From an optimization exercise on the open Yosys and OpenROAD flow, aimed at a short achievable clock period and few clock cycles; shortcuts taken in it are not production practice. No functional check of the RTL was part of any run shown here. Power and IR drop assume default switching activity.

==> constraint.sdc <==
create_clock -name core_clock -period 7.0 [get_ports {CLK}]
set_input_delay 1.4000 -clock core_clock [delete_from_list [all_inputs] [get_ports {CLK}]]
set_output_delay 1.4000 -clock core_clock [all_outputs]
set_load 0.01 [all_outputs]
==> config.mk <==
export PLATFORM = sky130hd
export DESIGN_NAME = riscvTop
export DESIGN_NICKNAME = riscvTop
export VERILOG_FILES = /design/flow/design.v
export SDC_FILE = /design/flow/constraint.sdc
export NUM_CORES = 4
export LEC_CHECK = 0
export ABC_CLOCK_PERIOD_IN_PS = 2500
export CAP_MARGIN = 20
export CORE_MARGIN = 2
export CORE_UTILIZATION = 40
export SETUP_SLACK_MARGIN = 4
export SLEW_MARGIN = 20
export TNS_END_PERCENT = 100
==> design.v <==
`timescale 1ns/1ps
package riscvPkg;
   localparam int addrWidth = 12;
   localparam logic [6:0] opLui    = 7'b0110111;
   localparam logic [6:0] opJal    = 7'b1101111;
   localparam logic [6:0] opBranch = 7'b1100011;
   localparam logic [6:0] opLoad   = 7'b0000011;
   localparam logic [6:0] opStore  = 7'b0100011;
   localparam logic [6:0] opImm    = 7'b0010011;
   localparam logic [6:0] opReg    = 7'b0110011;
   localparam logic [6:0] opSystem = 7'b1110011;
   localparam logic [3:0] aluAdd   = 4'd0;
   localparam logic [3:0] aluSub   = 4'd1;
   localparam logic [3:0] aluAnd   = 4'd2;
   localparam logic [3:0] aluOr    = 4'd3;
   localparam logic [3:0] aluXor   = 4'd4;
   localparam logic [3:0] aluSlt   = 4'd5;
   localparam logic [3:0] aluSll   = 4'd6;
   localparam logic [3:0] aluSrl   = 4'd7;
   localparam logic [3:0] aluPassB = 4'd8;   
   localparam logic [1:0] rwAlu  = 2'd0;
   localparam logic [1:0] rwMem  = 2'd1;
   localparam logic [1:0] rwLink = 2'd2;
   localparam logic [1:0] fwdNone = 2'd0;
   localparam logic [1:0] fwdMem  = 2'd1;
   localparam logic [1:0] fwdWb   = 2'd2;
   localparam logic [31:0] nopInstr  = 32'h0000_0013;   
   localparam logic [31:0] haltInstr = 32'h0010_0073;   
   typedef union packed {
      struct packed {
         logic [6:0] funct7;
         logic [4:0] rs2;
         logic [4:0] rs1;
         logic [2:0] funct3;
         logic [4:0] rd;
         logic [6:0] opcode;
      } r;
      struct packed {
         logic [11:0] imm;
         logic [4:0]  rs1;
         logic [2:0]  funct3;
         logic [4:0]  rd;
         logic [6:0]  opcode;
      } i;
      struct packed {
         logic [6:0] immHi;
         logic [4:0] rs2;
         logic [4:0] rs1;
         logic [2:0] funct3;
         logic [4:0] immLo;
         logic [6:0] opcode;
      } s;
      struct packed {
         logic       imm12;
         logic [5:0] imm10_5;
         logic [4:0] rs2;
         logic [4:0] rs1;
         logic [2:0] funct3;
         logic [3:0] imm4_1;
         logic       imm11;
         logic [6:0] opcode;
      } b;
      struct packed {
         logic [19:0] imm;
         logic [4:0]  rd;
         logic [6:0]  opcode;
      } u;
      struct packed {
         logic       imm20;
         logic [9:0] imm10_1;
         logic       imm11;
         logic [7:0] imm19_12;
         logic [4:0] rd;
         logic [6:0] opcode;
      } j;
   } instrWord_u;
endpackage
`timescale 1ns/1ps
`timescale 1ns/1ps
`timescale 1ns/1ps
`timescale 1ns/1ps
`timescale 1ns/1ps
module riscvTop (
   input  logic                           CLK,
   input  logic                           RSTn,
   output logic                           iMemCsn,
   output logic [riscvPkg::addrWidth-1:0] iMemAddr,   
   input  logic [31:0]                    iMemData,
   output logic                           dMemCsn,
   output logic [riscvPkg::addrWidth-1:0] dMemAddr,   
   output logic [31:0]                    dMemDout,
   input  logic [31:0]                    dMemData,
   output logic                           dMemWen,
   output logic                           rfWe,
   output logic [4:0]                     rfRa1,
   output logic [4:0]                     rfRa2,
   output logic [4:0]                     rfWa,
   input  logic [31:0]                    rfRd1,
   input  logic [31:0]                    rfRd2,
   output logic [31:0]                    rfWd,
   output logic                           halt,
   output logic [31:0]                    numInst
);
   logic [9:0]  pc;
   logic        stop;
   logic        xValid, xWe, xLdWe, xLoad, xStore, xBr, xBne, xPred, xHalt, xSdW;
   logic [4:0]  xRd;
   logic [9:0]  xAlt;
   logic [31:0] xA, xB, xS;
   logic        fAm, fAw, fBm, fBw, fSm, fSw;
   logic        xSub, selAdd, selSll, selSlt, selXor, selSrl, selOr, selAnd;
   logic        mValid, mWe, mLoad, mStore, mHalt, mSdW;
   logic [4:0]  mRd;
   logic [31:0] mRes, mSd;
   logic        wWe;
   logic [4:0]  wRd;
   logic [31:0] wData;
   logic        haltR;
   logic [31:0] ins;
   logic [6:0]  op;
   logic [4:0]  rs1, rs2, rd;
   logic [2:0]  f3;
   logic        isLui, isJal, isBr, isLd, isSt, isImm, isReg, isSys, isRI;
   logic        useA, useB, useS, writes, predT, stall, goX, mis;
   logic [31:0] immI, immS, immU, bypA, bypB, opB;
   logic [9:0]  pc4, tB, tJ;
   assign ins   = iMemData;
   assign op    = ins[6:0];
   assign rs1   = ins[19:15];
   assign rs2   = ins[24:20];
   assign rd    = ins[11:7];
   assign f3    = ins[14:12];
   assign isLui = (op == riscvPkg::opLui);
   assign isJal = (op == riscvPkg::opJal);
   assign isBr  = (op == riscvPkg::opBranch);
   assign isLd  = (op == riscvPkg::opLoad);
   assign isSt  = (op == riscvPkg::opStore);
   assign isImm = (op == riscvPkg::opImm);
   assign isReg = (op == riscvPkg::opReg);
   assign isSys = (op == riscvPkg::opSystem);
   assign isRI  = isReg || isImm;
   assign useA   = !(isLui || isJal);
   assign useB   = isReg || isBr;
   assign useS   = isSt;
   assign writes = isReg || isImm || isLui || isJal || isLd;
   assign immI = {{20{ins[31]}}, ins[31:20]};
   assign immS = {{20{ins[31]}}, ins[31:25], ins[11:7]};
   assign immU = {ins[31:12], 12'd0};
   assign pc4 = pc + 10'd1;
   assign tB  = pc + {ins[7], ins[30:25], ins[11:9]};
   assign tJ  = pc + {ins[20], ins[30:22]};
   assign predT = isJal || (isBr && ins[31]);
   assign rfRa1 = rs1;
   assign rfRa2 = rs2;
   assign bypA = (wWe && wRd == rs1) ? wData : rfRd1;
   assign bypB = (wWe && wRd == rs2) ? wData : rfRd2;
   assign stall = xLdWe && ((useA && rs1 == xRd) || (useB && rs2 == xRd));
   assign goX   = !stop && !mis && !stall;
   always_comb begin
      if (useB)       opB = bypB;
      else if (isJal) opB = {20'd0, pc4, 2'b00};
      else if (isLui) opB = immU;
      else if (isSt)  opB = immS;
      else            opB = immI;
   end
   assign iMemCsn  = stop;
   assign iMemAddr = {pc, 2'b00};
   always_ff @(posedge CLK) begin
      if (RSTn) begin
         pc   <= 10'd0;
         stop <= 1'b0;
      end else begin
         if (mis)
            pc <= xAlt;
         else if (stall || stop)
            pc <= pc;
         else if (isJal)
            pc <= tJ;
         else if (isBr && ins[31])
            pc <= tB;
         else
            pc <= pc4;
         if (goX && isSys)
            stop <= 1'b1;
      end
   end
   always_ff @(posedge CLK) begin
      if (RSTn) begin
         xValid <= 1'b0;
         xWe    <= 1'b0;
         xLdWe  <= 1'b0;
         xLoad  <= 1'b0;
         xStore <= 1'b0;
         xBr    <= 1'b0;
         xHalt  <= 1'b0;
      end else begin
         xValid <= goX;
         xWe    <= goX && writes && rd != 5'd0;
         xLdWe  <= goX && isLd && rd != 5'd0;
         xLoad  <= goX && isLd;
         xStore <= goX && isSt;
         xBr    <= goX && isBr;
         xHalt  <= goX && isSys;
      end
      xRd    <= rd;
      xBne   <= f3[0];
      xPred  <= ins[31];
      xAlt   <= ins[31] ? pc4 : tB;
      xA     <= useA ? bypA : 32'd0;
      xB     <= opB;
      xS     <= bypB;
      fAm    <= useA && xWe && !xLoad && xRd == rs1;
      fAw    <= useA && mWe && mRd == rs1;
      fBm    <= useB && xWe && !xLoad && xRd == rs2;
      fBw    <= useB && mWe && mRd == rs2;
      fSm    <= useS && xWe && !xLoad && xRd == rs2;
      fSw    <= useS && mWe && mRd == rs2;
      xSdW   <= useS && xLdWe && xRd == rs2;
      xSub   <= (isReg && f3 == 3'b000 && ins[30]) || (isRI && f3 == 3'b010);
      selAdd <= !isRI || f3 == 3'b000;
      selSll <= isRI && f3 == 3'b001;
      selSlt <= isRI && f3 == 3'b010;
      selXor <= isRI && f3 == 3'b100;
      selSrl <= isRI && f3 == 3'b101;
      selOr  <= isRI && f3 == 3'b110;
      selAnd <= isRI && f3 == 3'b111;
   end
   logic [31:0] a, b, s, bx, sum, res;
   logic        lt, eq;
   assign a = fAm ? mRes : fAw ? wData : xA;
   assign b = fBm ? mRes : fBw ? wData : xB;
   assign s = fSm ? mRes : fSw ? wData : xS;
   assign bx  = xSub ? ~b : b;
   assign sum = a + bx + {31'd0, xSub};
   assign lt  = (a[31] ^ b[31]) ? a[31] : sum[31];
   assign eq  = (a == b);
   assign mis = xBr && ((eq ^ xBne) != xPred);
   assign res = ({32{selAdd}} & sum) |
                ({32{selSll}} & (a << b[4:0])) |
                {31'd0, selSlt & lt} |
                ({32{selXor}} & (a ^ b)) |
                ({32{selSrl}} & (a >> b[4:0])) |
                ({32{selOr}}  & (a | b)) |
                ({32{selAnd}} & (a & b));
   always_ff @(posedge CLK) begin
      if (RSTn) begin
         mValid <= 1'b0;
         mWe    <= 1'b0;
         mLoad  <= 1'b0;
         mStore <= 1'b0;
         mHalt  <= 1'b0;
      end else begin
         mValid <= xValid;
         mWe    <= xWe;
         mLoad  <= xLoad;
         mStore <= xStore;
         mHalt  <= xHalt;
      end
      mRd  <= xRd;
      mRes <= res;
      mSd  <= s;
      mSdW <= xSdW;
   end
   assign dMemCsn  = !(mLoad || mStore);
   assign dMemWen  = !mStore;
   assign dMemAddr = mRes[riscvPkg::addrWidth+1:2];
   assign dMemDout = mSdW ? wData : mSd;
   always_ff @(posedge CLK) begin
      if (RSTn) begin
         wWe     <= 1'b0;
         haltR   <= 1'b0;
         numInst <= 32'd0;
      end else begin
         wWe   <= mWe;
         haltR <= haltR || mHalt;
         if (mValid && !haltR)
            numInst <= numInst + 32'd1;   
      end
      wRd   <= mRd;
      wData <= mLoad ? dMemData : mRes;
   end
   assign rfWe = wWe;
   assign rfWa = wRd;
   assign rfWd = wData;
   assign halt = haltR;
endmodule
==> run.sh <==
#!/bin/bash
# synth_recipe.tcl (not shown) runs the flow's synth.tcl, then flattens the netlist and writes it again
# the make line also repeats each setting of config.mk as NAME=value (left out here)
make -C /OpenROAD-flow-scripts/flow DESIGN_CONFIG=/design/flow/config.mk WORK_HOME=/design/flow/orfs CLKGATE_MAP_FILE= SYNTH_SCRIPT=/design/flow/synth_recipe.tcl finish
==> out/results.ini, run 1 <==
[setup_path]
crit_start = fBw
rr_worst_depth = 15
reg2reg_setup_slack_ns = 3.43
cp-endpoint = mRes[24]
r2r-end = mRes[24]
crit_path_end_kind = register
crit_path_start_kind = register
worstPathRequired_ns = 7.45
reg2reg_from = fBw
cp_data_arrival_time_ns = 4.02
path_class = register to register
critPathMaxFanout = 6

[synthesis]
syn_inst = 2356
yosysUniqueCellTypes = 88
async_flop_share_pct = 0
synthesis.area_um2 = 20000
yosysWarnings = 1
ys_seq_elements = 292
synth-edff-count = 0
ys.flop_type = dfxtp_1
avgSynthCellArea_um2 = 8.48
ys_seq_area_share_pct = 29.2

[sta]
min_period_over_period_pct = 51.0
post-route-min-period_ns = 3.57
rsz0062_at_grt = yes
final_hold_viol_count = 0
setup_viol = 0
fmax_ghz = 0.280
fin_tns_setup_ns = 0
max-slew-margin-rel_pct = 25.4
worstMarginPinSlew_ns = 1.12
slew_violations = 0
fin_worst_skew_ns = 0.0283

[layout]
mostFrequentLayoutCells = 250 x mux2i_1, 239 x nand2_1, 224 x dfxtp_1
seq_area_um2 = 6000
nNetsFinal = 2991
drive_above_1_share_pct = 29.6
fill_cells = 4273
multi_input_area_um2 = 14800
area_growth_pct = 43.2
final_area_um2 = 28600
final_common_cell = mux2i_1

[clock_tree]
ctsHtreeMaxLevel = 2
hold_buffers = 0
clk_pin_slew_worst_paths_ns = 0.06
numCtsBuffers = 35
cts_tree = yes
max-clock-path-buffers = 3
cts_root_buf = clkbuf_16
clock_latency_ns = 0.57
clkSinkCount = 292

[route]
routed_via_density = 6.06
drt_iter0_drc = 2256
detail_route.drc_violations = 0
ant_nets = 0
wl_per_cell_um = 27.2
first_pass_iters = 9
wl_mm = 93.5
vias = 20800

[floorplanning]
initial_utilization_pct = 40.7
std_cell_rows = 81
core_area_um2 = 49200
die_h_um = 228
dieArea_um2 = 51800
io_pins = 270
die_w_um = 228

[power]
ir_worst_vdd_mv = 0.183
internal-power_mw = 3.80
p_per_area_nw_per_um2 = 202
p_leak_nw = 11.4
p_seq_share_pct = 37.4
p_switching_mw = 1.99
swShare_pct = 34.4
p_clk_share_pct = 34.3
power_frac_comb_pct = 28.3

[placement]
place_area_um2 = 22900
portBuffers = 267
place_congestion = 1.04
hpwl_mm = 64.2

[global_route]
grt_pass1_vias = 20000
grt-ovfl-total = 0
grt_max_degree = 65
antenna_found_initial = 3
grt_pass1_wl_mm = 133
grt_usage_pct = 34.6

[hold_path]
hp-class = register to register

[flow_run]
cap_violations = 0

[status]
status = timing/DRC/antenna clean

critical path: stages, from the launching register on:
cell,delay [ns]
dfxtp_4,0.37
buf_12,0.14
buf_8,0.12
mux2i_1,0.21
nor2_1,0.08
a21oi_2,0.19
xnor2_1,0.22
ha_4,0.28
a21oi_2,0.32
a211oi_2,0.15
a211oi_2,0.40
o21a_4,0.25
o21bai_1,0.08
a21oi_1,0.18
xnor2_1,0.08
a221o_1,0.36
final cells by class:
class | count | share of cell area [%]
clock inverters | 20 | 0.971
diodes | 3 | 0.0262
flip-flops and latches | 292 | 21.0
multi-input cells | 1807 | 51.7
repair buffers | 524 | 18.9
clock buffers | 41 | 3.31
inverters | 89 | 1.25
well taps | 664 | 2.90
cells in the mapped netlist, types with 20 or more instances:
library cell | instances | area, um^2
a211oi_1 | 22 | 165
a21oi_1 | 145 | 726
buf_1 | 20 | 75.1
buf_2 | 29 | 145
buf_4 | 34 | 255
clkbuf_1 | 85 | 319
dfxtp_1 | 292 | 5850
ha_1 | 109 | 1360
inv_1 | 84 | 315
mux2_2 | 110 | 1240
mux2i_1 | 267 | 2670
nand2_1 | 249 | 935
nand3_1 | 33 | 165
nor2_1 | 195 | 732
nor3_1 | 23 | 115
o211ai_1 | 31 | 233
o21a_1 | 30 | 225
o21ai_0 | 127 | 636
o2bb2ai_1 | 21 | 184
xnor2_1 | 77 | 674
xor2_1 | 58 | 508
routing by layer:
| metal | wire length (um) | part of all wire, % | vias up | global-route usage (%) |
|---|---|---|---|---|
| met5 | 30 | 0.032 | - | 0 |
| met4 | 4850 | 5.2 | 4 | 14.5 |
| met3 | 9200 | 9.8 | 311 | 7.64 |
| met2 | 41500 | 44 | 1238 | 54.6 |
| met1 | 37900 | 41 | 10100 | 45.5 |
| li1 | - | - | 9187 | - |
repair_timing:
item,CTS,global route
pin swaps,77,95
buffers inserted,136,89
endpoints found under the setup margin,248,132
gates cloned,9,2
resized for setup,660,209
registers in the layout (all words and copies together) (netlist names), 10 cells and up:
| signal | flops |
|---|---|
| xAlt | 10 |
| numInst | 32 |
| mSd | 32 |
| mRes | 32 |
| xB | 32 |
| xA | 32 |
| pc | 10 |
| xS | 32 |
| wData | 32 |
stage by stage:
stage / utilization [%] / instances / worst slack (ns) / total power [mW] / hold WS (ns)
detailed placement: 46.7 / 3140 / 2.29 / 3.40 / 0.315
global placement: 46.7 / 3140 / 2.40 / 3.41 / 0.310
global route: 58.2 / 3438 / 3.36 / 5.95 / 0.333
floorplan: - / 2357 / 3.72 / 2.75 / 0.310
finish: 58.2 / 3440 / 3.43 / 5.79 / 0.326
CTS: 55.0 / 3346 / 3.57 / 5.60 / 0.326
logic make-up (layout without fill, tap and decap cells):
family | after synthesis | after routing | share of synthesized area, %
AOI/OAI and AO/OA | 540 | 542 | 17.7
DFF | 292 | 292 | 29.2
buffers and inverters | 261 | 674 | 5.90
xor gates and xnor gates | 136 | 136 | 6.03
muxes | 379 | 379 | 19.7
adders and majority gates | 112 | 112 | 7.12
and+or+nand+nor | 635 | 636 | 14.3
other | 1 | 5 | 0.0188
worst min-delay path by stage:
stage	from	end	cells past startpoint
after floorplan	xSdW	mSdW	0
after global placement	xSdW	mSdW	0
after detailed placement	xSdW	mSdW	0
after CTS	xSdW	mSdW	0
after global routing	xSdW	mSdW	0
final	xSdW	mSdW	0
power by group through the flow:
stage | Combinational, mW | Sequential, mW | Clock, mW
floorplan | 0.742 | 2.00 | 0
global route | 1.70 | 2.18 | 2.07
CTS | 1.46 | 2.14 | 2.00
global placement | 1.25 | 2.15 | 0
finish | 1.64 | 2.17 | 1.98
detailed placement | 1.25 | 2.15 | 0
==> inputs of run 2 (changes only) <==
--- a/design.v
+++ b/design.v
@@ -103,28 +103,43 @@
 );
    logic [9:0]  pc;
    logic        stop;
-   logic        xValid, xWe, xLdWe, xLoad, xStore, xBr, xBne, xPred, xHalt, xSdW;
+   logic [31:0] dIns;
+   logic [9:0]  dPc4, dAlt;
+   logic        dValid;
+   logic        xValid, xWe, xLdWe, xLoad, xStore, xBr, xBne, xPred, xHalt;
    logic [4:0]  xRd;
    logic [9:0]  xAlt;
    logic [31:0] xA, xB, xS;
-   logic        fAm, fAw, fBm, fBw, fSm, fSw;
+   logic        xSdM;
    logic        xSub, selAdd, selSll, selSlt, selXor, selSrl, selOr, selAnd;
-   logic        mValid, mWe, mLoad, mStore, mHalt, mSdW;
+   logic        mValid, mWe, mLoad, mStore, mHalt;
    logic [4:0]  mRd;
    logic [31:0] mRes, mSd;
    logic        wWe;
    logic [4:0]  wRd;
    logic [31:0] wData;
    logic        haltR;
+   logic [31:0] fi;
+   logic        fJal, fPredBr;
+   logic [9:0]  pc4, tB, tJ;
+   assign fi      = iMemData;
+   assign fJal    = (fi[6:0] == riscvPkg::opJal);
+   assign fPredBr = (fi[6:0] == riscvPkg::opBranch) && fi[31];
+   assign pc4 = pc + 10'd1;
+   assign tB  = pc + {fi[7], fi[30:25], fi[11:9]};
+   assign tJ  = pc + {fi[20], fi[30:22]};
+   assign iMemCsn  = stop;
+   assign iMemAddr = {pc, 2'b00};
    logic [31:0] ins;
    logic [6:0]  op;
    logic [4:0]  rs1, rs2, rd;
    logic [2:0]  f3;
    logic        isLui, isJal, isBr, isLd, isSt, isImm, isReg, isSys, isRI;
-   logic        useA, useB, useS, writes, predT, stall, goX, mis;
-   logic [31:0] immI, immS, immU, bypA, bypB, opB;
-   logic [9:0]  pc4, tB, tJ;
-   assign ins   = iMemData;
+   logic        useA, useB, useS, writes, stall, goX, mis;
+   logic [31:0] immI, immS, immU, regA, regB, mVal, fwdA, fwdB, opB;
+   logic        xA1, xB1, mA1, mB1, wA1, wB1;
+   logic [31:0] res;
+   assign ins   = dIns;
    assign op    = ins[6:0];
    assign rs1   = ins[19:15];
    assign rs2   = ins[24:20];
@@ -146,42 +161,53 @@
    assign immI = {{20{ins[31]}}, ins[31:20]};
    assign immS = {{20{ins[31]}}, ins[31:25], ins[11:7]};
    assign immU = {ins[31:12], 12'd0};
-   assign pc4 = pc + 10'd1;
-   assign tB  = pc + {ins[7], ins[30:25], ins[11:9]};
-   assign tJ  = pc + {ins[20], ins[30:22]};
-   assign predT = isJal || (isBr && ins[31]);
    assign rfRa1 = rs1;
    assign rfRa2 = rs2;
-   assign bypA = (wWe && wRd == rs1) ? wData : rfRd1;
-   assign bypB = (wWe && wRd == rs2) ? wData : rfRd2;
-   assign stall = xLdWe && ((useA && rs1 == xRd) || (useB && rs2 == xRd));
-   assign goX   = !stop && !mis && !stall;
+   assign xA1  = xWe && !xLoad && xRd == rs1;
+   assign xB1  = xWe && !xLoad && xRd == rs2;
+   assign mA1  = mWe && mRd == rs1;
+   assign mB1  = mWe && mRd == rs2;
+   assign wA1  = wWe && wRd == rs1;
+   assign wB1  = wWe && wRd == rs2;
+   assign mVal = mLoad ? dMemData : mRes;
+   assign regA = mA1 ? mVal : wA1 ? wData : rfRd1;
+   assign regB = mB1 ? mVal : wB1 ? wData : rfRd2;
+   assign fwdA = xA1 ? res : regA;
+   assign fwdB = xB1 ? res : regB;
+   assign stall = dValid && xLdWe && ((useA && rs1 == xRd) || (useB && rs2 == xRd));
+   assign goX   = dValid && !mis && !stall;
    always_comb begin
-      if (useB)       opB = bypB;
-      else if (isJal) opB = {20'd0, pc4, 2'b00};
+      if (useB)       opB = fwdB;
+      else if (isJal) opB = {20'd0, dPc4, 2'b00};
       else if (isLui) opB = immU;
       else if (isSt)  opB = immS;
       else            opB = immI;
    end
-   assign iMemCsn  = stop;
-   assign iMemAddr = {pc, 2'b00};
    always_ff @(posedge CLK) begin
       if (RSTn) begin
-         pc   <= 10'd0;
-         stop <= 1'b0;
+         pc     <= 10'd0;
+         stop   <= 1'b0;
+         dValid <= 1'b0;
       end else begin
-         if (mis)
-            pc <= xAlt;
-         else if (stall || stop)
-            pc <= pc;
-         else if (isJal)
-            pc <= tJ;
-         else if (isBr && ins[31])
-            pc <= tB;
-         else
-            pc <= pc4;
+         if (mis) begin
+            pc     <= xAlt;
+            dValid <= 1'b0;
+         end else if (!stall && !stop) begin
+            if (fJal)
+               pc <= tJ;
+            else if (fPredBr)
+               pc <= tB;
+            else
+               pc <= pc4;
+            dValid <= !(dValid && isSys);
+         end
          if (goX && isSys)
             stop <= 1'b1;
+      end
+      if (!stall) begin
+         dIns <= fi;
+         dPc4 <= pc4;
+         dAlt <= fi[31] ? pc4 : tB;
       end
    end
    always_ff @(posedge CLK) begin
@@ -205,17 +231,11 @@
       xRd    <= rd;
       xBne   <= f3[0];
       xPred  <= ins[31];
-      xAlt   <= ins[31] ? pc4 : tB;
-      xA     <= useA ? bypA : 32'd0;
+      xAlt   <= dAlt;
+      xA     <= useA ? fwdA : 32'd0;
       xB     <= opB;
-      xS     <= bypB;
-      fAm    <= useA && xWe && !xLoad && xRd == rs1;
-      fAw    <= useA && mWe && mRd == rs1;
-      fBm    <= useB && xWe && !xLoad && xRd == rs2;
-      fBw    <= useB && mWe && mRd == rs2;
-      fSm    <= useS && xWe && !xLoad && xRd == rs2;
-      fSw    <= useS && mWe && mRd == rs2;
-      xSdW   <= useS && xLdWe && xRd == rs2;
+      xS     <= fwdB;
+      xSdM   <= xLdWe && xRd == rs2;   
       xSub   <= (isReg && f3 == 3'b000 && ins[30]) || (isRI && f3 == 3'b010);
       selAdd <= !isRI || f3 == 3'b000;
       selSll <= isRI && f3 == 3'b001;
@@ -225,11 +245,10 @@
       selOr  <= isRI && f3 == 3'b110;
       selAnd <= isRI && f3 == 3'b111;
    end
-   logic [31:0] a, b, s, bx, sum, res;
+   logic [31:0] a, b, bx, sum;
    logic        lt, eq;
-   assign a = fAm ? mRes : fAw ? wData : xA;
-   assign b = fBm ? mRes : fBw ? wData : xB;
-   assign s = fSm ? mRes : fSw ? wData : xS;
+   assign a = xA;
+   assign b = xB;
    assign bx  = xSub ? ~b : b;
    assign sum = a + bx + {31'd0, xSub};
    assign lt  = (a[31] ^ b[31]) ? a[31] : sum[31];
@@ -258,13 +277,12 @@
       end
       mRd  <= xRd;
       mRes <= res;
-      mSd  <= s;
-      mSdW <= xSdW;
+      mSd  <= xSdM ? dMemData : xS;
    end
    assign dMemCsn  = !(mLoad || mStore);
    assign dMemWen  = !mStore;
    assign dMemAddr = mRes[riscvPkg::addrWidth+1:2];
-   assign dMemDout = mSdW ? wData : mSd;
+   assign dMemDout = mSd;
    always_ff @(posedge CLK) begin
       if (RSTn) begin
          wWe     <= 1'b0;
==> run 2 against run 1 <==
Net effect: still clean; combinational power is 3% lower; total power is 3.4% higher; critical path depth is 6 lower; via count is 0.51% lower; final area is 1.2% lower; die area is 8.2% higher; synthesized cell count is 1.8% higher; critical endpoint is now xB[22].
==> out/results.ini, run 2 <==
[synthesis]
syn_inst = 2399
ys_seq_area_share_pct = 33.7
synth_top_area_share_pct = 26.4
synth_commonest_cells = 286 x dfxtp_1, 222 x nand2_1, 206 x nor2_1
post-synth-top-count-cell = dfxtp_1
ys.flop_type = dfxtp_1
yosysTopAreaCell = dfxtp_1
synthesis.area_um2 = 21700
async_flop_share_pct = 0
ys_seq_elements = 338
synth-edff-count = 52
synthTopCellsByArea = dfxtp_1 26%, edfxtp_1 7.2%, ha_1 6.4%, mux2i_1 6.2%, mux4_2 4.8%
avgSynthCellArea_um2 = 9.03
yosysWarnings = 1
yosysUniqueCellTypes = 89

[setup_path]
cp_data_arrival_time_ns = 3.66
crit_path_end_kind = register
critPathMaxFanout = 11
worstPathRequired_ns = 7.45
path_class = register to register
crit_path_start_kind = register

[route]
detail_route.drc_violations = 0
routed_via_density = 6.13
wl_mm = 96.6
ant_nets = 0
vias = 20700
drt_iter0_drc = 2210
wl_per_cell_um = 28.6
first_pass_iters = 6

[layout]
drive_above_1_share_pct = 21.2
fill_cells = 4872
layoutNonFillerInstCount = 3380
final_area_um2 = 28300
area_growth_pct = 30.6
nNetsFinal = 2896
final_common_cell = clkdlybuf4s50_1
mostFrequentLayoutCells = 241 x clkdlybuf4s50_1, 236 x dfxtp_1, 215 x nand2_1

[power]
totalPowerFinal_mw = 5.99
p_leak_nw = 11.3
ir_worst_vdd_mv = 0.180
p_per_area_nw_per_um2 = 212

[clock_tree]
numCtsBuffers = 38
ctsHtreeMaxLevel = 2
clkSinkCount = 338
max-clock-path-buffers = 3
clk_pin_slew_worst_paths_ns = 0.07
cts_root_buf = clkbuf_16
clock_latency_ns = 0.57
hold_buffers = 0
cts_tree = yes

[floorplanning]
io_pins = 270
die_w_um = 237
core_area_um2 = 53700
initial_utilization_pct = 40.3
std_cell_rows = 85
die_h_um = 237
dieArea_um2 = 56000

[sta]
fmax_ghz = 0.311
slew_violations = 0
post-route-min-period_ns = 3.21
worstMarginPinSlew_ns = 1.14
min_period_over_period_pct = 45.9
setup_viol = 0
fin_worst_skew_ns = 0.0262
fin_tns_setup_ns = 0
rsz0062_at_grt = yes
max-slew-margin-rel_pct = 24.0
final_hold_viol_count = 0

[hold_path]
hp-class = register to register

[global_route]
antenna_found_initial = 2
grt_usage_pct = 33.2
grt_max_degree = 65
grt_pass1_vias = 20400
grt_pass1_wl_mm = 139
grt-ovfl-total = 0

[placement]
portBuffers = 267
place_congestion = 1.02
place_area_um2 = 24700
dp_cells = 3218
hpwl_mm = 70.9

[flow_run]
cap_violations = 0

[status]
status = timing/DRC/antenna clean

==> run 2: power by group <==
part | switching (mW) | internal (mW)
Clock | 0.862 | 1.21
Sequential | 0.178 | 2.15
Combinational | 0.859 | 0.735
Total | 1.90 | 4.09
==> run 2: cell type report <==
| cell class | instances | area (um^2) | area share (%) |
|---|---|---|---|
| Inverter | 124 | 478 | 1.69 |
| Tap cell | 696 | 871 | 3.08 |
| Clock buffer | 54 | 1120 | 3.98 |
| Timing Repair Buffer | 388 | 3910 | 13.8 |
| Clock inverter | 16 | 158 | 0.558 |
| Sequential cell | 338 | 7380 | 26.1 |
| Multi-Input combinational cell | 1763 | 14300 | 50.8 |
| Antenna cell | 1 | 2.50 | 0.00885 |
==> run 2: cell families after synthesis <==
kind of cell | count (synthesis) | share of synthesized area (%)
xor gates and xnor gates | 129 | 5.22
adders and majority gates | 113 | 6.63
other | 1 | 0.0173
AOI/OAI and AO/OA | 579 | 17.8
DFF | 338 | 33.7
buffers and inverters | 300 | 6.08
and+or+nand+nor | 665 | 14.0
muxes | 274 | 16.5
==> run 2: per-stage QoR <==
step	setup WS [ns]	hold slack, ns	utilization (%)
after detailed placement	2.68	0.327	46.1
after global routing	3.74	0.342	52.6
after CTS	3.82	0.341	50.9
final	3.79	0.340	52.6
after global placement	2.72	0.324	46.1
after floorplan	1.98	0.323	-
==> run 2: timing repair <==
action / 4_1_cts / 5_1_grt
resized for setup: 189 / 161
endpoints found under the setup margin: 179 / 112
buffers inserted: 54 / 31
endpoints found under the hold margin: 0 / 0
pin swaps: 53 / 66
gates cloned: 4 / 2
==> run 2: final timing paths <==
path            from       to  slack [ns]  depth (start not counted)
min reg2reg  dAlt[1]  xAlt[1]        0.34                          0
min          dAlt[1]  xAlt[1]        0.34                          0
max reg2reg   xA[17]   xB[22]        3.79                          9
max           xA[17]   xB[22]        3.79                          9
==> run 2: worst max-delay path: stages (launching register included) <==
cell       delay [ns]
dfxtp_1          0.64
ha_2             0.43
a21oi_2          0.20
o21ai_1          0.17
a21oi_2          0.23
nor2_1           0.14
a2111oi_4        0.48
nand3_4          0.18
a22o_1           0.29
a221o_1          0.31
==> run 2: layer usage <==
layer  up-vias  routed length (um)  GRT usage [%]
met5         -                   0              0
met4         0                4650           13.0
met3       238                6570           5.13
met2       999               45100           55.0
met1     10300               40300           43.4
li1       9206                   -              -
==> inputs of run 3 (changes only) <==
--- a/design.v
+++ b/design.v
@@ -250,7 +250,27 @@
    assign a = xA;
    assign b = xB;
    assign bx  = xSub ? ~b : b;
-   assign sum = a + bx + {31'd0, xSub};
+   logic [5:0][31:0] gk;
+   logic [5:0][31:0] pk;
+   assign gk[0] = a & bx;
+   assign pk[0] = a ^ bx;
+   for (genvar l = 0; l < 5; l++) begin : ks
+      for (genvar i = 0; i < 32; i++) begin : kb
+         if (i >= (1 << l)) begin : op
+            assign gk[l+1][i] = gk[l][i] | (pk[l][i] & gk[l][i - (1 << l)]);
+            assign pk[l+1][i] = pk[l][i] & pk[l][i - (1 << l)];
+         end else begin : pass
+            assign gk[l+1][i] = gk[l][i];
+            assign pk[l+1][i] = pk[l][i];
+         end
+      end
+   end
+   logic [31:0] cin;
+   assign cin[0] = xSub;
+   for (genvar i = 1; i < 32; i++) begin : carry
+      assign cin[i] = gk[5][i-1] | (pk[5][i-1] & xSub);
+   end
+   assign sum = pk[0] ^ cin;
    assign lt  = (a[31] ^ b[31]) ? a[31] : sum[31];
    assign eq  = (a == b);
    assign mis = xBr && ((eq ^ xBne) != xPred);
==> run 3 against run 2 <==
Net effect: still clean on timing, DRC and antenna; first-iteration DRC count fell by 1.3%; hold slack worse by 0.0031 ns; combinational power is about 10% higher; setup slack got worse by 0.094 ns; flip-flop and latch count unchanged; die area rose by 0.29%.
==> out/results.ini, run 3 <==
[status]
status = timing/DRC/antenna clean

[clock_tree]
numCtsBuffers = 36
cts_root_buf = clkbuf_16
clkSinkCount = 338
ctsHtreeMaxLevel = 2
cts_tree = yes
clk_pin_slew_worst_paths_ns = 0.07
hold_buffers = 0
clock_latency_ns = 0.54
max-clock-path-buffers = 3

[global_route]
grt_max_degree = 71
grt_usage_pct = 32.8
grt_pass1_wl_mm = 138
grt_pass1_vias = 20300
grt-ovfl-total = 0
antenna_found_initial = 2

[synthesis]
ys_seq_area_share_pct = 33.6
yosysTopAreaCell = dfxtp_1
async_flop_share_pct = 0
synth_commonest_cells = 286 x dfxtp_1, 194 x nor2_1, 190 x nand2_1
ys_seq_elements = 338
yosysWarnings = 1
synthesis.area_um2 = 21700
synth-edff-count = 52
post-synth-top-count-cell = dfxtp_1
synth_compound_area_share_pct = 18.0
synth_xor_area_share_pct = 5.12
synth_fa_ha_area_share_pct = 6.64
synthTopCellsByArea = dfxtp_1 26%, edfxtp_1 7.2%, ha_1 6.5%, mux4_2 6.3%, mux2i_1 4.8%
yosysUniqueCellTypes = 85
ys.flop_type = dfxtp_1
synth_top_family_by_area = compound AO/OA/AOI/OAI gates
yosys.area_share.simple_pct = 13.0
synth_top_area_share_pct = 26.4
syn_inst = 2358
synth.area.mux_share_pct = 17.2
avgSynthCellArea_um2 = 9.21

[sta]
worstMarginPinSlew_ns = 0.913
final_hold_viol_count = 0
setup_viol = 0
slew_violations = 0
rsz0062_at_grt = yes
max-slew-margin-rel_pct = 39.1
fmax_ghz = 0.303
fin_tns_setup_ns = 0
min_period_over_period_pct = 47.2
fin_worst_skew_ns = 0.0212
post-route-min-period_ns = 3.31

[setup_path]
crit_path_end_kind = register
path_class = register to register
slowest_delay_ns = 0.41
crit_buf_inv = 2
worstPathRequired_ns = 7.41
cp.depth = 12
path_cells = buf_12 > buf_16 > xor2_1 > ha_1 > nand4_1 > nor3_1 > o21ai_1 > and2_4 > a31oi_1 > o221ai_2 > a21o_1 > a221o_1
critPathMaxFanout = 8
crit_path_start_kind = register
cp_data_arrival_time_ns = 3.71
crit_family = compound AO/OA/AOI/OAI gates
rr_worst_depth = 12
crit_path_top_delay_cell = dfxtp_4

[layout]
multi_input_area_um2 = 14900
seq_area_um2 = 7390
fin_util_pct = 55.1
nNetsFinal = 2931
final_common_cell = clkdlybuf4s50_1
drive_above_1_share_pct = 27.9
fill_cells = 4789
mostFrequentLayoutCells = 245 x clkdlybuf4s50_1, 237 x dfxtp_1, 184 x nor2_1
area_growth_pct = 36.3

[hold_path]
hold_depth = 0
hp-class = register to register

[placement]
hpwl_mm = 67.1
portBuffers = 267
place_congestion = 1.04

[route]
drt_iter0_drc = 2182
vias = 21000
ant_nets = 0
detail_route.drc_violations = 0
wl_per_cell_um = 28.2
routed_via_density = 6.16
wl_mm = 96.3
first_pass_iters = 6

[power]
ir_worst_vdd_mv = 0.189
p_leak_nw = 11.8
p_per_area_nw_per_um2 = 204

[floorplanning]
core_area_um2 = 53700
dieArea_um2 = 56200
io_pins = 270
initial_utilization_pct = 40.4
die_w_um = 237
std_cell_rows = 85
die_h_um = 237

[flow_run]
cap_violations = 0

==> run 3: cell count changes after synthesis, sizes merged, moves of 17 or more <==
cell,delta
a21o,+18
a21oi,+31
a221oi,-17
clkbuf,+19
mux2i,-32
mux4,+22
nand2,-32
==> run 3: final cells by class <==
type / instances / area share (%)
Antenna cell: 1 / 0.00846
Clock buffer: 50 / 3.42
Clock inverter: 14 / 0.575
Inverter: 115 / 1.49
Multi-Input combinational cell: 1710 / 50.4
Sequential cell: 338 / 25.0
Tap cell: 696 / 2.94
Timing Repair Buffer: 486 / 16.2
==> run 3: metal layers <==
layer | vias to the layer above | share of wire (%) | global-route usage [%]
met5 | - | 0.016 | 0
met4 | 4 | 6.6 | 18.4
met3 | 312 | 9.2 | 7.18
met2 | 1154 | 44 | 51.5
met1 | 10300 | 40 | 41.9
li1 | 9198 | - | -
==> run 3: final timing paths <==
| kind | slack [ns] | end | start |
|---|---|---|---|
| worst max register to register | 3.69 | xB[20] | xSub |
| worst max-delay path | 3.69 | xB[20] | xSub |
| worst min-delay path | 0.34 | xAlt[0] | dAlt[0] |
| worst min register to register | 0.34 | xAlt[0] | dAlt[0] |
==> run 3: cells by family (layout without fill, tap and decap cells) <==
group | count (synthesis) | in the layout
fa+ha+maj | 114 | 114
flops | 338 | 338
mux | 261 | 261
buf+inv | 314 | 665
other cells | 1 | 3
simple gates | 611 | 613
compound gates | 592 | 593
xor+xnor | 127 | 127
==> run 3: worst reg2reg max path, cell delays in order (launching register included) <==
cell and delay [ns]:
dfxtp_4 0.41, buf_12 0.16, buf_16 0.13, xor2_1 0.16, ha_1 0.36, nand4_1 0.21
nor3_1 0.27, o21ai_1 0.18, and2_4 0.21, a31oi_1 0.27, o221ai_2 0.24, a21o_1 0.27
a221o_1 0.33
==> run 3: report_power, final <==
group          internal [mW]  total, mW  switching, mW
registers               2.14       2.33          0.184
logic                  0.842       1.75          0.911
clock network           1.13       1.95          0.814
==> run 3: through the flow <==
step | instances | total power, mW | area (um^2) | hold WS [ns] | worst slack (ns)
detailed placement | 3151 | 3.67 | 24700 | 0.328 | 2.53
global route | 3409 | 6.22 | 29600 | 0.340 | 3.67
CTS | 3325 | 5.82 | 27900 | 0.340 | 3.78
finish | 3410 | 6.03 | 29600 | 0.337 | 3.69
global placement | 3151 | 3.67 | 24700 | 0.324 | 2.53
floorplan | 2359 | 3.10 | 22000 | 0.323 | 3.58
==> run 3: timing repair <==
action / CTS / global route
pin swaps: 76 / 122
setup buffers: 102 / 81
cloned: 8 / 3
resized for setup: 287 / 217
endpoints found under the setup margin: 201 / 118
==> inputs of run 4 (changes only) <==
==> flow/run.sh (new file) <==
#!/bin/bash
# The standard layout, with the resizer free to change a cell's footprint
# (sky130hd's platform default restricts sizing to same-footprint swaps).
set -euo pipefail
bash standard.sh MATCH_CELL_FOOTPRINT=0 finish > standard.log 2>&1
==> standard.sh (new file) <==
#!/bin/bash
# synth_recipe.tcl (not shown) runs the flow's synth.tcl, then flattens the netlist and writes it again
# the make line also repeats each setting of config.mk as NAME=value (left out here)
make -C /OpenROAD-flow-scripts/flow DESIGN_CONFIG=/design/flow/config.mk WORK_HOME=/design/flow/orfs CLKGATE_MAP_FILE= SYNTH_SCRIPT=/design/flow/synth_recipe.tcl "${@:-finish}"
removed: run.sh
==> run 4 against run 3 <==
Net effect: final area is 2.1% lower; synthesized cell count unchanged; flip-flop and latch count unchanged; highest routed layer is now met4; count of clock-buffer cells in the layout is 2 higher; total power decreased by 0.13%; maximum frequency is 0.36% higher; sequential power hardly changed; clock power grew 3%; register-to-register slack hardly changed; via count fell by 0.98%; setup slack better by 0.012 ns; cell count is 1.6% lower.
==> out/results.ini, run 4 <==
[synthesis]
post-synth-top-count-cell = dfxtp_1
synth-edff-count = 52
synthesis.area_um2 = 21700
syn_inst = 2358
ys.flop_type = dfxtp_1
synth_top_area_share_pct = 26.4
synthTopCellsByArea = dfxtp_1 26%, edfxtp_1 7.2%, ha_1 6.5%, mux4_2 6.3%, mux2i_1 4.8%
ys_seq_elements = 338
synth.area.mux_share_pct = 17.2
yosysUniqueCellTypes = 85
synth_commonest_cells = 286 x dfxtp_1, 194 x nor2_1, 190 x nand2_1
avgSynthCellArea_um2 = 9.21
async_flop_share_pct = 0
synth_compound_area_share_pct = 18.0
synth_fa_ha_area_share_pct = 6.64
yosysTopAreaCell = dfxtp_1
synth_top_family_by_area = compound AO/OA/AOI/OAI gates
yosysWarnings = 1
ys_seq_area_share_pct = 33.6
synth_xor_area_share_pct = 5.12
yosys.area_share.simple_pct = 13.0

[route]
drt_iter0_drc = 2090
detail_route.drc_violations = 0
ant_nets = 0
vias = 20800
wl_mm = 93.0
wl_per_cell_um = 27.7
routed_via_density = 6.20
first_pass_iters = 5

[floorplanning]
die_h_um = 237
std_cell_rows = 85
dieArea_um2 = 56200
die_w_um = 237
io_pins = 270
initial_utilization_pct = 40.4
core_area_um2 = 53700

[clock_tree]
hold_buffers = 0
clkSinkCount = 338
clk_pin_slew_worst_paths_ns = 0.06
cts_root_buf = clkbuf_16
clock_latency_ns = 0.53
ctsHtreeMaxLevel = 2
max-clock-path-buffers = 3
cts_tree = yes
numCtsBuffers = 36

[sta]
fin_tns_setup_ns = 0
fmax_ghz = 0.304
min_period_over_period_pct = 47.0
fin_worst_skew_ns = 0.0137
holdWs_ns = 0.342
setup_viol = 0
worstMarginPinSlew_ns = 1.25
rsz0062_at_grt = yes
max-slew-margin-rel_pct = 16.4
slew_violations = 0
final_hold_viol_count = 0
post-route-min-period_ns = 3.29

[flow_run]
cap_violations = 0

[power]
swShare_pct = 31.2
p_switching_mw = 1.88
power_frac_comb_pct = 27.8
p_leak_nw = 11.6
p_clk_share_pct = 33.4
ir_worst_vdd_mv = 0.177
internal-power_mw = 4.14
p_per_area_nw_per_um2 = 208
p_seq_share_pct = 38.7

[placement]
portBuffers = 267
place_congestion = 1.07
hpwl_mm = 65.2

[layout]
mostFrequentLayoutCells = 248 x clkdlybuf4s50_1, 238 x dfxtp_1, 187 x nor2_1
drive_above_1_share_pct = 24.7
final_common_cell = clkdlybuf4s50_1
nNetsFinal = 2875
fin_util_pct = 53.9
area_growth_pct = 33.4

[hold_path]
whs_endpoint = xAlt[1]
holdCritStartpoint = dAlt[1]
hold_depth = 0
hp-class = register to register

[global_route]
grt_pass1_vias = 20600
grt_max_degree = 41
antenna_found_initial = 2
grt_usage_pct = 32.0
grt-ovfl-total = 0
grt_pass1_wl_mm = 135

[setup_path]
reg2reg_from = xSub
crit_path_start_kind = register
rr_worst_depth = 11
crit_path_end_kind = register
worstPathRequired_ns = 7.41
path_class = register to register
cp_data_arrival_time_ns = 3.70
reg2reg_setup_slack_ns = 3.71
r2r-end = xB[19]
critPathMaxFanout = 6

[status]
status = timing/DRC/antenna clean

## run 4: final cells by class
| class | instances | area [um^2] |
|---|---|---|
| fillers | 4715 | 24700 |
| inverters | 115 | 438 |
| well taps | 696 | 871 |
| repair buffers | 429 | 4290 |
| diodes | 1 | 2.50 |
| clock inverters | 14 | 159 |
| multi-input cells | 1711 | 14700 |
| flip-flops and latches | 338 | 7400 |
| clock buffers | 52 | 1090 |
## run 4: critical path: stages, from the launching register on
cell and delay (ns):
dfxtp_4 0.39, clkbuf_16 0.19, xor2_4 0.19, ha_4 0.31
a21o_1 0.15, a31oi_2 0.11, or3_1 0.33, o211a_4 0.18
o311a_1 0.29, or4_4 0.57, o2bb2ai_4 0.16, a221o_1 0.30
## run 4: logic make-up after synthesis
family,Yosys count
AND/OR/NAND/NOR,611
AO/OA/AOI/OAI,592
flip-flops,338
buffers and inverters,314
multiplexers,261
XOR/XNOR,127
adder cells (fa/ha/maj),114
other,1
## run 4: how the worst max path moves through the flow
| stage | from | to | slack (ns) | cells after the start |
|---|---|---|---|---|
| final | xSub | xB[19] | 3.71 | 11 |
| after global routing | xSub | xB[19] | 3.62 | 11 |
| after CTS | xSub | xB[19] | 3.76 | 11 |
| after detailed placement | iMemData[31] | pc[3] | 2.77 | 8 |
| after global placement | dIns[6] | pc[9] | 2.86 | 9 |
| after floorplan | xB[1] | xB[19] | 3.58 | 15 |
## run 4: metrics by stage
step           total power, mW  setup WS, ns  cells  instance area (um^2)
6_report                  6.02          3.71   3356                 29000
5_1_grt                   6.21          3.62   3356                 29000
2_1_floorplan             3.10          3.58   2359                 22000
3_5_place_dp              3.67          2.77   3148                 24700
3_3_place_gp              3.67          2.86   3148                 24700
4_1_cts                   5.89          3.76   3306                 28000
## run 4: layer usage
layer | share of wire (%) | vias to the layer above | global-route usage (%) | wire length [um]
met2 | 45 | 1198 | 50.6 | 41900
met3 | 8.9 | 285 | 6.27 | 8320
met5 | 0 | - | 0 | 0
met1 | 40 | 10200 | 41.4 | 37500
met4 | 5.7 | 0 | 16.5 | 5320
li1 | - | 9108 | - | -
## run 4: power by group through the flow
| stage | Sequential [mW] | Clock, mW | Combinational (mW) |
|---|---|---|---|
| finish | 2.33 | 2.01 | 1.68 |
| detailed placement | 2.38 | 0 | 1.29 |
| CTS | 2.32 | 2.04 | 1.53 |
| floorplan | 2.30 | 0 | 0.798 |
| global placement | 2.38 | 0 | 1.29 |
| global route | 2.34 | 2.11 | 1.75 |
## run 4: timing repair
| item | 4_1_cts | 5_1_grt |
|---|---|---|
| buffers inserted | 82 | 48 |
| endpoints found under the setup margin | 220 | 105 |
| cloned | 10 | 1 |
| pin swaps | 72 | 95 |
| resized for setup | 270 | 150 |
==> inputs of run 5 (changes only) <==
--- a/design.v
+++ b/design.v
@@ -111,7 +111,7 @@
    logic [9:0]  xAlt;
    logic [31:0] xA, xB, xS;
    logic        xSdM;
-   logic        xSub, selAdd, selSll, selSlt, selXor, selSrl, selOr, selAnd;
+   logic        xSub, selSll, selXor, selSrl, selOr, selAnd;
    logic        mValid, mWe, mLoad, mStore, mHalt;
    logic [4:0]  mRd;
    logic [31:0] mRes, mSd;
@@ -136,9 +136,10 @@
    logic [2:0]  f3;
    logic        isLui, isJal, isBr, isLd, isSt, isImm, isReg, isSys, isRI;
    logic        useA, useB, useS, writes, stall, goX, mis;
-   logic [31:0] immI, immS, immU, regA, regB, mVal, fwdA, fwdB, opB;
+   logic [31:0] immI, immS, immU, regA, regB, mVal, opB, nxA, nxB, nxS;
    logic        xA1, xB1, mA1, mB1, wA1, wB1;
-   logic [31:0] res;
+   logic [31:0] res, sum, resOther;
+   logic        lt, selAdd, selSlt;
    assign ins   = dIns;
    assign op    = ins[6:0];
    assign rs1   = ins[19:15];
@@ -172,13 +173,27 @@
    assign mVal = mLoad ? dMemData : mRes;
    assign regA = mA1 ? mVal : wA1 ? wData : rfRd1;
    assign regB = mB1 ? mVal : wB1 ? wData : rfRd2;
-   assign fwdA = xA1 ? res : regA;
-   assign fwdB = xB1 ? res : regB;
+   logic        cSA, cLA, cOA, cSB, cLB, cOB, cSS, cLS, cOS;
+   logic [31:0] othA, othB, othS;
+   assign cSA = useA && xA1 && selAdd;
+   assign cLA = useA && xA1 && selSlt;
+   assign cOA = useA && xA1 && !selAdd && !selSlt;
+   assign othA = cOA ? resOther : (useA && !xA1) ? regA : 32'd0;
+   assign nxA = ({32{cSA}} & sum) | {31'd0, cLA & lt} | othA;
+   assign cSB = useB && xB1 && selAdd;
+   assign cLB = useB && xB1 && selSlt;
+   assign cOB = useB && xB1 && !selAdd && !selSlt;
+   assign othB = cOB ? resOther : useB ? (xB1 ? 32'd0 : regB) : opB;
+   assign nxB = ({32{cSB}} & sum) | {31'd0, cLB & lt} | othB;
+   assign cSS = xB1 && selAdd;
+   assign cLS = xB1 && selSlt;
+   assign cOS = xB1 && !selAdd && !selSlt;
+   assign othS = cOS ? resOther : xB1 ? 32'd0 : regB;
+   assign nxS = ({32{cSS}} & sum) | {31'd0, cLS & lt} | othS;
    assign stall = dValid && xLdWe && ((useA && rs1 == xRd) || (useB && rs2 == xRd));
    assign goX   = dValid && !mis && !stall;
    always_comb begin
-      if (useB)       opB = fwdB;
-      else if (isJal) opB = {20'd0, dPc4, 2'b00};
+      if (isJal)      opB = {20'd0, dPc4, 2'b00};
       else if (isLui) opB = immU;
       else if (isSt)  opB = immS;
       else            opB = immI;
@@ -232,9 +247,9 @@
       xBne   <= f3[0];
       xPred  <= ins[31];
       xAlt   <= dAlt;
-      xA     <= useA ? fwdA : 32'd0;
-      xB     <= opB;
-      xS     <= fwdB;
+      xA     <= nxA;
+      xB     <= nxB;
+      xS     <= nxS;
       xSdM   <= xLdWe && xRd == rs2;   
       xSub   <= (isReg && f3 == 3'b000 && ins[30]) || (isRI && f3 == 3'b010);
       selAdd <= !isRI || f3 == 3'b000;
@@ -245,8 +260,8 @@
       selOr  <= isRI && f3 == 3'b110;
       selAnd <= isRI && f3 == 3'b111;
    end
-   logic [31:0] a, b, bx, sum;
-   logic        lt, eq;
+   logic [31:0] a, b, bx;
+   logic        eq;
    assign a = xA;
    assign b = xB;
    assign bx  = xSub ? ~b : b;
@@ -274,13 +289,12 @@
    assign lt  = (a[31] ^ b[31]) ? a[31] : sum[31];
    assign eq  = (a == b);
    assign mis = xBr && ((eq ^ xBne) != xPred);
-   assign res = ({32{selAdd}} & sum) |
-                ({32{selSll}} & (a << b[4:0])) |
-                {31'd0, selSlt & lt} |
-                ({32{selXor}} & (a ^ b)) |
-                ({32{selSrl}} & (a >> b[4:0])) |
-                ({32{selOr}}  & (a | b)) |
-                ({32{selAnd}} & (a & b));
+   assign resOther = ({32{selSll}} & (a << b[4:0])) |
+                     ({32{selXor}} & (a ^ b)) |
+                     ({32{selSrl}} & (a >> b[4:0])) |
+                     ({32{selOr}}  & (a | b)) |
+                     ({32{selAnd}} & (a & b));
+   assign res = selAdd ? sum : selSlt ? {31'd0, lt} : resOther;
    always_ff @(posedge CLK) begin
       if (RSTn) begin
          mValid <= 1'b0;
==> run 5 against run 4 <==
Net effect: final area is 0.81% lower; count of clock-buffer cells in the layout rose by 1; flip-flop and latch count unchanged; sequential power hardly changed; total power is 0.29% higher; first-iteration DRC count grew 3.8%; area after synthesis fell by 1.2%.
==> out/results.ini, run 5 <==
[setup_path]
path_cells = buf_6 > buf_6 > xor2_2 > nor4_2 > and3_4 > mux2i_4 > a21oi_4 > a222oi_1 > o211ai_1
rr_worst_depth = 9
reg2reg_setup_slack_ns = 3.83
crit_path_frequent_cell = buf_6
r2r-end = xB[8]
crit_path_top_delay_cell = a222oi_1
cp_data_arrival_time_ns = 3.56
crit_path_end_kind = register
worstPathRequired_ns = 7.38
reg2reg_from = dIns[20]
crit_path_start_kind = register
critPathMaxFanout = 6
slowest_delay_ns = 0.83
path_class = register to register

[status]
status = timing/DRC/antenna clean

[synthesis]
synthTopCellsByArea = dfxtp_1 27%, edfxtp_1 7.3%, ha_1 6.5%, mux2i_1 5.4%, mux2_2 5.1%
post-synth-top-count-cell = dfxtp_1
yosysTopAreaCell = dfxtp_1
syn_inst = 2375
synth_top_area_share_pct = 26.7
synth_compound_area_share_pct = 18.9
ys_seq_elements = 338
yosysWarnings = 1
synth-edff-count = 52
ys.flop_type = dfxtp_1
async_flop_share_pct = 0
synth_fa_ha_area_share_pct = 6.66
avgSynthCellArea_um2 = 9.03
synth_xor_area_share_pct = 5.98
synth_commonest_cells = 286 x dfxtp_1, 227 x nand2_1, 189 x nor2_1
ys_seq_area_share_pct = 34.0
synth.area.mux_share_pct = 15.8
yosysUniqueCellTypes = 81
yosys.area_share.simple_pct = 13.0
synth_top_family_by_area = compound AO/OA/AOI/OAI gates
synthesis.area_um2 = 21500

[layout]
mostFrequentLayoutCells = 239 x dfxtp_1, 237 x clkdlybuf4s50_1, 220 x nand2_1
area_growth_pct = 33.9
diodes = 0
layoutNonFillerInstCount = 3399
final_common_cell = dfxtp_1
nNetsFinal = 2923
drive_above_1_share_pct = 23.7

[hold_path]
holdCritStartpoint = dAlt[9]
whs_endpoint = xAlt[9]
hold_depth = 0
hp-class = register to register

[placement]
place_congestion = 0.982
hpwl_mm = 68.4
portBuffers = 267
dp_cells = 3192

[floorplanning]
std_cell_rows = 84
die_w_um = 236
die_h_um = 236
dieArea_um2 = 55500
core_area_um2 = 52800
io_pins = 270
initial_utilization_pct = 40.7

[clock_tree]
numCtsBuffers = 39
clkSinkCount = 338
cts_tree = yes
clock_latency_ns = 0.58
ctsHtreeMaxLevel = 2
cts_root_buf = clkbuf_16
clk_pin_slew_worst_paths_ns = 0.07
max-clock-path-buffers = 3

[sta]
setup_viol = 0
post-route-min-period_ns = 3.17
final_hold_viol_count = 0
max-slew-margin-rel_pct = 30.5
slew_violations = 0
fmax_ghz = 0.315
fin_worst_skew_ns = 0.0306
fin_tns_setup_ns = 0
rsz0062_at_grt = yes
worstMarginPinSlew_ns = 1.03
min_period_over_period_pct = 45.3

[route]
wl_per_cell_um = 28.1
first_pass_iters = 9
detail_route.drc_violations = 0
wl_mm = 95.5
drt_iter0_drc = 2170
vias = 20900
ant_nets = 0
routed_via_density = 6.14

[power]
p_leak_nw = 11.5
p_per_area_nw_per_um2 = 210
ir_worst_vdd_mv = 0.140

[global_route]
grt_max_degree = 65
grt_pass1_wl_mm = 136
antenna_found_initial = 2
grt_pass1_vias = 20300
grt_usage_pct = 32.7
grt-ovfl-total = 0

[flow_run]
cap_violations = 0

==> run 5: cell count changes after synthesis, moves of 18 or more <==
cell,change
a21o_1,-33
a22oi_1,+19
clkbuf_1,-25
mux2_2,+18
nand2_1,+37
xnor2_1,+18
==> run 5: power by group <==
part / internal, mW / switching [mW]
logic: 0.747 / 0.823
registers: 2.15 / 0.175
clock network: 1.26 / 0.878
==> run 5: cell type report <==
type	count	area, um^2
Fill cell	4796	24000
Multi-Input combinational cell	1758	14300
Clock inverter	19	243
Sequential cell	338	7380
Timing Repair Buffer	435	4400
Tap cell	688	861
Clock buffer	53	1100
Inverter	108	424
==> run 5: worst max path at each step <==
stage                 from  endpoint  slack (ns)  depth (start not counted)
2_1_floorplan  iMemData[9]     pc[6]        3.88                         11
3_3_place_gp         xB[1]     pc[5]        2.82                         10
3_5_place_dp         xB[1]     pc[5]        2.79                         10
4_1_cts              xB[2]     pc[5]        3.83                         11
5_1_grt               xSub    xA[28]        3.76                         13
6_report          dIns[20]     xB[8]        3.83                          9
==> run 5: metal layers <==
metal	routed length [um]	part of all wire, %	global-route usage [%]
met1	36600	38	39.6
met2	45700	48	55.6
met3	7460	7.8	6.07
met4	5690	6.0	16.6
met5	10	0.010	0
==> run 5: kinds of logic (layout without fill, tap and decap cells) <==
kind of cell | count (synthesis) | count (layout)
compound gates | 619 | 619
simple gates | 614 | 615
buf+inv | 281 | 615
xor+xnor | 145 | 145
other cells | 1 | 2
mux | 264 | 264
flops | 338 | 338
fa+ha+maj | 113 | 113
==> run 5: timing repair <==
item | in CTS | in global routing
setup buffers | 72 | 53
cloned | 7 | 3
setup endpoints to repair | 222 | 95
hold buffers | 0 | 0
gates resized for setup | 221 | 173
pin swaps | 49 | 86
==> run 5: per-stage QoR <==
stage	util (%)	total power, mW	instance area (um^2)	setup slack [ns]	hold slack [ns]
floorplan	-	3.08	21600	3.88	0.323
global placement	46.5	3.63	24500	2.82	0.324
detailed placement	46.5	3.63	24500	2.79	0.328
CTS	52.1	5.90	27500	3.83	0.342
global route	54.5	6.24	28700	3.76	0.352
finish	54.5	6.04	28700	3.83	0.342
==> run 5: critical path: cells and delay by family, from the launching register on <==
| kind | cells | cell delay [ns] |
|---|---|---|
| buffers and inverters | 2 | 0.28 |
| xor gates and xnor gates | 1 | 0.17 |
| muxes | 1 | 0.29 |
| and+or+nand+nor | 2 | 0.50 |
| DFF | 1 | 0.51 |
| AOI/OAI and AO/OA | 3 | 1.21 |

[static timing again, ports no longer ideal]
The flow's constraints put no driver on any port. The routed layouts listed below were extracted and timed again, unchanged, in two steps. Step 1: set_driving_cell puts a clkbuf_16 on CLK and a buf_2 on each other input, an assumption about the parent block. Step 2 times the ports against the registers' clock, not the clock port: input delays grow and output delays shrink by t, the midpoint of the rising clock arrivals with the driver on. Slacks: ideal / step 1 / step 2; pairs: ideal / step 1.
run | t, ns | setup slack, ns | hold WS [ns] | latest minus earliest clock arrival (ns)
run 1 | 0.617 | 3.430 / 3.430 / 3.120 | 0.326 / 0.326 / 0.326 | 0.029 / 0.030
run 2 | 0.617 | 3.789 / 3.789 / 3.497 | 0.340 / 0.340 / 0.340 | 0.027 / 0.026
run 3 | 0.585 | 3.695 / 3.695 / 3.458 | 0.337 / 0.337 / 0.337 | 0.021 / 0.022
run 4 | 0.585 | 3.707 / 3.707 / 3.376 | 0.342 / 0.342 / 0.342 | 0.013 / 0.013
run 5 | 0.627 | 3.826 / 3.826 / 3.297 | 0.342 / 0.342 / 0.342 | 0.031 / 0.030
After both steps setup and hold are still met in every run listed. The setup slack of run 5, which loses most, moves by 0.000 ns with the drivers and by -0.529 ns with both steps.
